Background: an optimization exercise with open tools, aiming at small area. Do not read the settings as production practice.
Where RTL was checked, it was by simulation tests only, not by an equivalence proof against the original.
Power and IR drop assume default switching activity.

==> job 5561 <==
// pe_dot_accum_4xpack
module pe_dot_accum_4xpack #(
    parameter int DOT_SIZE          = 8,
    parameter int MULT_OUTPUT_WIDTH = 9,
    parameter int MULT_LATENCY      = 3,
    parameter int ACCUM_WIDTH       = 12
) (
    input  logic                                                   clock,
    input  logic                                                   reset,
    input  logic                                                   i_valid,
    input  logic                                                   i_first,
    input  logic                                                   i_last,
    input  logic [1:0][1:0][DOT_SIZE-1:0][MULT_OUTPUT_WIDTH-1:0] i_mult_output,
    input  logic                                                   i_ready,
    output logic                                                   o_valid,
    output logic [1:0][1:0][ACCUM_WIDTH-1:0]                       o_result,
    output logic                                                   o_overflow
);
    logic [3:0] r_v, r_f, r_l;
    logic       r_ld, r_empty;
    always_ff @(posedge clock) begin
        r_f <= {r_f[2:0], i_first};
        r_l <= {r_l[2:0], i_last};
        if (reset) begin
            r_v  <= '0;
            r_ld <= 1'b0;
  ...
Settings: LEC_CHECK=0, CAP_MARGIN=20, CORE_MARGIN=2, CORE_UTILIZATION=40, SLEW_MARGIN=20, SYNTH_HIERARCHICAL=1, SYNTH_MINIMUM_KEEP_SIZE=0; clock period 4.5 ns.
standard.sh (not shown) runs the stock make flow with config.mk's settings and CLKGATE_MAP_FILE= SYNTH_SCRIPT=/design/flow/synth_recipe.tcl, a recipe that flattens the netlist after the stock synthesis.
==> flow/flow/run.sh <==
#!/bin/bash
# Standard layout, with the smallest buffer as the port buffer and a leaner clock tree.
set -euo pipefail
bash standard.sh BUFFER_PORTS_ARGS="-buffer_cell sky130_fd_sc_hd__buf_1" \
  CTS_ARGS="-sink_clustering_enable -repair_clock_nets -root_buf sky130_fd_sc_hd__clkbuf_16 -sink_clustering_buffer sky130_fd_sc_hd__clkbuf_8 -buf_list sky130_fd_sc_hd__clkbuf_8 -dont_use_dummy_load" \
  RECOVER_POWER=100 finish > standard_flow.log 2>&1
==> job 1992: changes against job 5561 <==
--- a/flow/design.v
+++ b/flow/design.v
@@ -1,10 +1,10 @@
 module pe_dot_lane (
     input  logic [71:0]  p,
-    output logic [17:0]  d
+    output logic [18:0]  d
 );
     wire t1 = p[0] ^ p[8];
     wire t2 = p[1] ^ p[8];
     wire t3 = p[2] ^ p[8];
     wire t4 = p[3] ^ p[8];
     wire t5 = p[4] ^ p[8];
     wire t6 = p[5] ^ p[8];
@@ -185,15 +185,15 @@
     wire t181, t182;
     pe_fa u_t181 (.a(t164), .b(t175), .c(t177), .s(t181), .co(t182));
     wire t183, t184;
     pe_fa u_t183 (.a(t166), .b(t168), .c(t179), .s(t183), .co(t184));
     wire t185, t186;
     pe_fa u_t185 (.a(t181), .b(t170), .c(t183), .s(t185), .co(t186));
     wire t187, t188;
-    pe_fa u_t187 (.a(t172), .b(t185), .c(t174), .s(t187), .co(t188));
+    pe_ha u_t187 (.a(t172), .b(t185), .s(t187), .co(t188));
     wire t189, t190;
     pe_fa u_t189 (.a(t176), .b(t178), .c(t180), .s(t189), .co(t190));
     wire t191, t192;
     pe_fa u_t191 (.a(t182), .b(t71), .c(t184), .s(t191), .co(t192));
     wire t193, t194;
     pe_fa u_t193 (.a(t189), .b(t186), .c(t191), .s(t193), .co(t194));
     wire t195, t196;
@@ -203,47 +203,48 @@
     assign d[2] = t117;
     assign d[3] = t118;
     assign d[4] = t131;
     assign d[5] = t145;
     assign d[6] = t146;
     assign d[7] = t159;
     assign d[8] = t173;
-    assign d[9] = t187;
-    assign d[10] = t188;
-    assign d[11] = t193;
-    assign d[12] = t194;
-    assign d[13] = t195;
-    assign d[14] = t83;
-    assign d[15] = t196;
-    assign d[16] = t84;
-    assign d[17] = t81;
+    assign d[9] = t174;
+    assign d[10] = t187;
+    assign d[11] = t188;
+    assign d[12] = t193;
+    assign d[13] = t194;
+    assign d[14] = t195;
+    assign d[15] = t83;
+    assign d[16] = t196;
+    assign d[17] = t84;
+    assign d[18] = t81;
 endmodule
 module pe_acc_add (
     input  logic [12:0]  base,
-    input  logic [17:0]  d,
+    input  logic [18:0]  d,
     output logic [12:0]  sum
 );
     wire t1, t2;
     pe_fa u_t1 (.a(base[3]), .b(d[3]), .c(d[4]), .s(t1), .co(t2));
     wire t3, t4;
     pe_ha u_t3 (.a(base[4]), .b(d[5]), .s(t3), .co(t4));
     wire t5, t6;
     pe_fa u_t5 (.a(base[5]), .b(d[6]), .c(d[7]), .s(t5), .co(t6));
     wire t7, t8;
     pe_ha u_t7 (.a(base[6]), .b(d[8]), .s(t7), .co(t8));
     wire t9, t10;
-    pe_ha u_t9 (.a(base[7]), .b(d[9]), .s(t9), .co(t10));
+    pe_fa u_t9 (.a(base[7]), .b(d[9]), .c(d[10]), .s(t9), .co(t10));
     wire t11, t12;
-    pe_fa u_t11 (.a(base[8]), .b(d[10]), .c(d[11]), .s(t11), .co(t12));
+    pe_fa u_t11 (.a(base[8]), .b(d[11]), .c(d[12]), .s(t11), .co(t12));
     wire t13, t14;
-    pe_fa u_t13 (.a(base[9]), .b(d[12]), .c(d[13]), .s(t13), .co(t14));
+    pe_fa u_t13 (.a(base[9]), .b(d[13]), .c(d[14]), .s(t13), .co(t14));
     wire t15, t16;
-    pe_fa u_t15 (.a(base[10]), .b(d[14]), .c(d[15]), .s(t15), .co(t16));
+    pe_fa u_t15 (.a(base[10]), .b(d[15]), .c(d[16]), .s(t15), .co(t16));
     wire t17, t18;
-    pe_ha u_t17 (.a(base[11]), .b(d[16]), .s(t17), .co(t18));
+    pe_ha u_t17 (.a(base[11]), .b(d[17]), .s(t17), .co(t18));
     wire t19, t20;
     pe_ha u_t19 (.a(base[0]), .b(d[0]), .s(t19), .co(t20));
     wire t21, t22;
     pe_fa u_t21 (.a(base[1]), .b(d[1]), .c(t20), .s(t21), .co(t22));
     wire t23, t24;
     pe_fa u_t23 (.a(base[2]), .b(d[2]), .c(t22), .s(t23), .co(t24));
     wire t25, t26;
@@ -260,43 +261,39 @@
     pe_fa u_t35 (.a(t10), .b(t11), .c(t34), .s(t35), .co(t36));
     wire t37, t38;
     pe_fa u_t37 (.a(t12), .b(t13), .c(t36), .s(t37), .co(t38));
     wire t39, t40;
     pe_fa u_t39 (.a(t14), .b(t15), .c(t38), .s(t39), .co(t40));
     wire t41, t42;
     pe_fa u_t41 (.a(t16), .b(t17), .c(t40), .s(t41), .co(t42));
-    wire t43 = t18 ^ base[12] ^ d[17] ^ t42;
+    wire t43 = t18 ^ base[12] ^ d[18] ^ t42;
     wire t44 = t33 ^ t32;
     wire t45 = t32 & t33;
     wire t46 = t35 ^ t45;
-    wire t47 = t33 & t35;
-    wire t48 = t32 & t47;
-    wire t49 = t37 ^ t48;
-    wire t50 = t47 & t37;
-    wire t51 = t32 & t50;
-    wire t52 = t39 ^ t51;
-    wire t53 = t50 & t39;
-    wire t54 = t32 & t53;
-    wire t55 = t41 ^ t54;
-    wire t56 = t53 & t41;
-    wire t57 = t32 & t56;
-    wire t58 = t43 ^ t57;
+    wire t47 = t45 & t35;
+    wire t48 = t37 ^ t47;
+    wire t49 = t47 & t37;
+    wire t50 = t39 ^ t49;
+    wire t51 = t49 & t39;
+    wire t52 = t41 ^ t51;
+    wire t53 = t51 & t41;
+    wire t54 = t43 ^ t53;
     assign sum[0] = t19;
     assign sum[1] = t21;
     assign sum[2] = t23;
     assign sum[3] = t25;
     assign sum[4] = t27;
     assign sum[5] = t29;
     assign sum[6] = t31;
     assign sum[7] = t44;
     assign sum[8] = t46;
-    assign sum[9] = t49;
-    assign sum[10] = t52;
-    assign sum[11] = t55;
-    assign sum[12] = t58;
+    assign sum[9] = t48;
+    assign sum[10] = t50;
+    assign sum[11] = t52;
+    assign sum[12] = t54;
 endmodule
 module pe_dot_accum_4xpack #(
     parameter int DOT_SIZE          = 8,
     parameter int MULT_OUTPUT_WIDTH = 9,
     parameter int MULT_LATENCY      = 3,
     parameter int ACCUM_WIDTH       = 12
 ) (
@@ -331,15 +328,15 @@
             r_empty <= 1'b0;
     end
     logic w_start;
     assign w_start = r_f[3] | r_empty;
     logic [3:0][12:0] r_acc;
     logic [3:0][11:0] w_res;
     for (genvar n = 0; n < 4; n++) begin : g_lane
-        logic [17:0] w_d, r_d;
+        logic [18:0] w_d, r_d;
         logic [12:0] w_sum;
         logic        w_clip;
         pe_dot_lane u_dot (.p(i_mult_output[n/2][n%2]), .d(w_d));
         always_ff @(posedge clock)
             r_d <= w_d;
         pe_acc_add u_add (.base(w_start ? 13'd0 : r_acc[n]), .d(r_d), .sum(w_sum));
         assign w_clip = r_acc[n][12] ^ r_acc[n][11];
==> flow/flow/run.sh (replaced) <==
#!/bin/bash
# Standard layout, with the smallest buffer as the port buffer.
set -euo pipefail
bash standard.sh BUFFER_PORTS_ARGS="-buffer_cell sky130_fd_sc_hd__buf_1" finish > standard_flow.log 2>&1
- CTS_BUF_LIST: not set -> sky130_fd_sc_hd__clkbuf_8
==> job 1319: changes against job 5561 <==
==> flow/flow/run.sh (replaced) <==
#!/bin/bash
# Standard layout, with our own port buffers (see pre_gpl.tcl) and a leaner clock tree.
set -euo pipefail
bash standard.sh DONT_BUFFER_PORTS=1 PRE_GLOBAL_PLACE_TCL="$PWD/flow/pre_gpl.tcl" \
  CTS_ARGS="-sink_clustering_enable -repair_clock_nets -root_buf sky130_fd_sc_hd__clkbuf_16 -sink_clustering_buffer sky130_fd_sc_hd__clkbuf_8 -buf_list sky130_fd_sc_hd__clkbuf_8 -dont_use_dummy_load" \
  finish > standard_flow.log 2>&1
==> flow/flow/pre_gpl.tcl (new file) <==
# Port buffers: the smallest buffer, or a stronger one on inputs that fan out widely.
buffer_ports -inputs -outputs -buffer_cell sky130_fd_sc_hd__buf_1
foreach inst [get_cells input*] {
  set out [get_pins -of_objects $inst -filter "direction == output"]
  set loads [get_pins -of_objects [get_nets -of_objects $out] -filter "direction == input"]
  if {[llength $loads] >= 6} {
    replace_cell $inst sky130_fd_sc_hd__buf_4
  }
}
==> job 8271: changes against job 5561 <==
--- a/flow/design.v
+++ b/flow/design.v
@@ -1,10 +1,10 @@
 module pe_dot_lane (
     input  logic [71:0]  p,
-    output logic [17:0]  d
+    output logic [18:0]  d
 );
     wire t1 = p[0] ^ p[8];
     wire t2 = p[1] ^ p[8];
     wire t3 = p[2] ^ p[8];
     wire t4 = p[3] ^ p[8];
     wire t5 = p[4] ^ p[8];
     wire t6 = p[5] ^ p[8];
@@ -185,15 +185,15 @@
     wire t181, t182;
     pe_fa u_t181 (.a(t164), .b(t175), .c(t177), .s(t181), .co(t182));
     wire t183, t184;
     pe_fa u_t183 (.a(t166), .b(t168), .c(t179), .s(t183), .co(t184));
     wire t185, t186;
     pe_fa u_t185 (.a(t181), .b(t170), .c(t183), .s(t185), .co(t186));
     wire t187, t188;
-    pe_fa u_t187 (.a(t172), .b(t185), .c(t174), .s(t187), .co(t188));
+    pe_ha u_t187 (.a(t172), .b(t185), .s(t187), .co(t188));
     wire t189, t190;
     pe_fa u_t189 (.a(t176), .b(t178), .c(t180), .s(t189), .co(t190));
     wire t191, t192;
     pe_fa u_t191 (.a(t182), .b(t71), .c(t184), .s(t191), .co(t192));
     wire t193, t194;
     pe_fa u_t193 (.a(t189), .b(t186), .c(t191), .s(t193), .co(t194));
     wire t195, t196;
@@ -203,100 +203,50 @@
     assign d[2] = t117;
     assign d[3] = t118;
     assign d[4] = t131;
     assign d[5] = t145;
     assign d[6] = t146;
     assign d[7] = t159;
     assign d[8] = t173;
-    assign d[9] = t187;
-    assign d[10] = t188;
-    assign d[11] = t193;
-    assign d[12] = t194;
-    assign d[13] = t195;
-    assign d[14] = t83;
-    assign d[15] = t196;
-    assign d[16] = t84;
-    assign d[17] = t81;
+    assign d[9] = t174;
+    assign d[10] = t187;
+    assign d[11] = t188;
+    assign d[12] = t193;
+    assign d[13] = t194;
+    assign d[14] = t195;
+    assign d[15] = t83;
+    assign d[16] = t196;
+    assign d[17] = t84;
+    assign d[18] = t81;
 endmodule
 module pe_acc_add (
     input  logic [12:0]  base,
-    input  logic [17:0]  d,
+    input  logic [18:0]  d,
     output logic [12:0]  sum
 );
     wire t1, t2;
     pe_fa u_t1 (.a(base[3]), .b(d[3]), .c(d[4]), .s(t1), .co(t2));
     wire t3, t4;
     pe_ha u_t3 (.a(base[4]), .b(d[5]), .s(t3), .co(t4));
     wire t5, t6;
     pe_fa u_t5 (.a(base[5]), .b(d[6]), .c(d[7]), .s(t5), .co(t6));
     wire t7, t8;
     pe_ha u_t7 (.a(base[6]), .b(d[8]), .s(t7), .co(t8));
     wire t9, t10;
-    pe_ha u_t9 (.a(base[7]), .b(d[9]), .s(t9), .co(t10));
+    pe_fa u_t9 (.a(base[7]), .b(d[9]), .c(d[10]), .s(t9), .co(t10));
     wire t11, t12;
-    pe_fa u_t11 (.a(base[8]), .b(d[10]), .c(d[11]), .s(t11), .co(t12));
+    pe_fa u_t11 (.a(base[8]), .b(d[11]), .c(d[12]), .s(t11), .co(t12));
     wire t13, t14;
-    pe_fa u_t13 (.a(base[9]), .b(d[12]), .c(d[13]), .s(t13), .co(t14));
+    pe_fa u_t13 (.a(base[9]), .b(d[13]), .c(d[14]), .s(t13), .co(t14));
     wire t15, t16;
-    pe_fa u_t15 (.a(base[10]), .b(d[14]), .c(d[15]), .s(t15), .co(t16));
+    pe_fa u_t15 (.a(base[10]), .b(d[15]), .c(d[16]), .s(t15), .co(t16));
     wire t17, t18;
-    pe_ha u_t17 (.a(base[11]), .b(d[16]), .s(t17), .co(t18));
-    wire t19, t20;
-    pe_ha u_t19 (.a(base[0]), .b(d[0]), .s(t19), .co(t20));
-    wire t21, t22;
-    pe_fa u_t21 (.a(base[1]), .b(d[1]), .c(t20), .s(t21), .co(t22));
-    wire t23, t24;
-    pe_fa u_t23 (.a(base[2]), .b(d[2]), .c(t22), .s(t23), .co(t24));
-    wire t25, t26;
-    pe_ha u_t25 (.a(t1), .b(t24), .s(t25), .co(t26));
-    wire t27, t28;
-    pe_fa u_t27 (.a(t2), .b(t3), .c(t26), .s(t27), .co(t28));
-    wire t29, t30;
-    pe_fa u_t29 (.a(t4), .b(t5), .c(t28), .s(t29), .co(t30));
-    wire t31, t32;
-    pe_fa u_t31 (.a(t6), .b(t7), .c(t30), .s(t31), .co(t32));
-    wire t33, t34;
-    pe_ha u_t33 (.a(t8), .b(t9), .s(t33), .co(t34));
-    wire t35, t36;
-    pe_fa u_t35 (.a(t10), .b(t11), .c(t34), .s(t35), .co(t36));
-    wire t37, t38;
-    pe_fa u_t37 (.a(t12), .b(t13), .c(t36), .s(t37), .co(t38));
-    wire t39, t40;
-    pe_fa u_t39 (.a(t14), .b(t15), .c(t38), .s(t39), .co(t40));
-    wire t41, t42;
-    pe_fa u_t41 (.a(t16), .b(t17), .c(t40), .s(t41), .co(t42));
-    wire t43 = t18 ^ base[12] ^ d[17] ^ t42;
-    wire t44 = t33 ^ t32;
-    wire t45 = t32 & t33;
-    wire t46 = t35 ^ t45;
-    wire t47 = t33 & t35;
-    wire t48 = t32 & t47;
-    wire t49 = t37 ^ t48;
-    wire t50 = t47 & t37;
-    wire t51 = t32 & t50;
-    wire t52 = t39 ^ t51;
-    wire t53 = t50 & t39;
-    wire t54 = t32 & t53;
-    wire t55 = t41 ^ t54;
-    wire t56 = t53 & t41;
-    wire t57 = t32 & t56;
-    wire t58 = t43 ^ t57;
-    assign sum[0] = t19;
-    assign sum[1] = t21;
-    assign sum[2] = t23;
-    assign sum[3] = t25;
-    assign sum[4] = t27;
-    assign sum[5] = t29;
-    assign sum[6] = t31;
-    assign sum[7] = t44;
-    assign sum[8] = t46;
-    assign sum[9] = t49;
-    assign sum[10] = t52;
-    assign sum[11] = t55;
-    assign sum[12] = t58;
+    pe_ha u_t17 (.a(base[11]), .b(d[17]), .s(t17), .co(t18));
+    wire t19 = t18 ^ base[12] ^ d[18];
+    assign sum = {t19, t16, t14, t12, t10, t8, t6, t4, t2, t1, base[2], base[1], base[0]} + {1'b0, t17, t15, t13, t11, t9, t7, t5, t3, 1'b0, d[2], d[1], d[0]};
 endmodule
 module pe_dot_accum_4xpack #(
     parameter int DOT_SIZE          = 8,
     parameter int MULT_OUTPUT_WIDTH = 9,
     parameter int MULT_LATENCY      = 3,
     parameter int ACCUM_WIDTH       = 12
 ) (
@@ -331,15 +281,15 @@
             r_empty <= 1'b0;
     end
     logic w_start;
     assign w_start = r_f[3] | r_empty;
     logic [3:0][12:0] r_acc;
     logic [3:0][11:0] w_res;
     for (genvar n = 0; n < 4; n++) begin : g_lane
-        logic [17:0] w_d, r_d;
+        logic [18:0] w_d, r_d;
         logic [12:0] w_sum;
         logic        w_clip;
         pe_dot_lane u_dot (.p(i_mult_output[n/2][n%2]), .d(w_d));
         always_ff @(posedge clock)
             r_d <= w_d;
         pe_acc_add u_add (.base(w_start ? 13'd0 : r_acc[n]), .d(r_d), .sum(w_sum));
         assign w_clip = r_acc[n][12] ^ r_acc[n][11];
==> flow/flow/run.sh (replaced) <==
#!/bin/bash
# Standard layout, with the smallest buffer as the port buffer.
set -euo pipefail
bash standard.sh BUFFER_PORTS_ARGS="-buffer_cell sky130_fd_sc_hd__buf_1" finish > standard_flow.log 2>&1
- CORE_UTILIZATION: 40 -> 65
==> comparison <==
Job 1319 went through all stages and came out clean. Job 1992 produced a clean layout. Job 8271 completed with no timing, DRC or antenna violations. Job 5561 finished but failed the layout checks on max-capacitance violations, max-slew violations. Between job 1992 and job 1319, the lower worst hold slack is in job 1319 (gap 0.024 ns). Against job 1992, the combinational power of job 1319 is higher by about 2%. Of job 1319 and job 1992, job 1319 has the higher clock skew (gap 0.016 ns). Design area: job 5561 is smaller than job 8271 (about 3.5%). Non-clock buffer count: job 1319 < job 8271 < job 1992 < job 5561. Final cell count, highest first: job 5561, job 1992, job 8271, job 1319.
Only the layout flow was run in job 1992 and job 8271; the RTL was not checked for function there.

## port drivers added, routing unchanged
The results above use ideal ports. As a check the final layouts listed here were re-extracted and re-timed, cells and wires unchanged.
Step 1: set_driving_cell puts a clkbuf_16 on clock and a buf_2 on each other input, an assumption about the parent block.
Step 2 moves the port delays by t, midway between the first and last clock arrival at a register: inputs arrive t later, outputs are due t later. That takes back most of the time a late clock gives input paths.
Three values: ideal, step 1, step 2; two values: the first two.
run	t, ns	setup WS [ns]	worst register clock-pin slew, ns
job 5561	0.428	0.265 / 0.283 / -0.145	0.10 / 0.10
job 1992	0.508	0.164 / 0.164 / 0.164	0.12 / 0.12
job 1319	0.428	0.723 / 0.537 / 0.109	0.11 / 0.11
job 8271	0.475	0.692 / 0.711 / 0.236	0.08 / 0.08
The setup slack of job 1319, which loses most, moves by -0.186 ns with the drivers and by -0.614 ns with both steps.
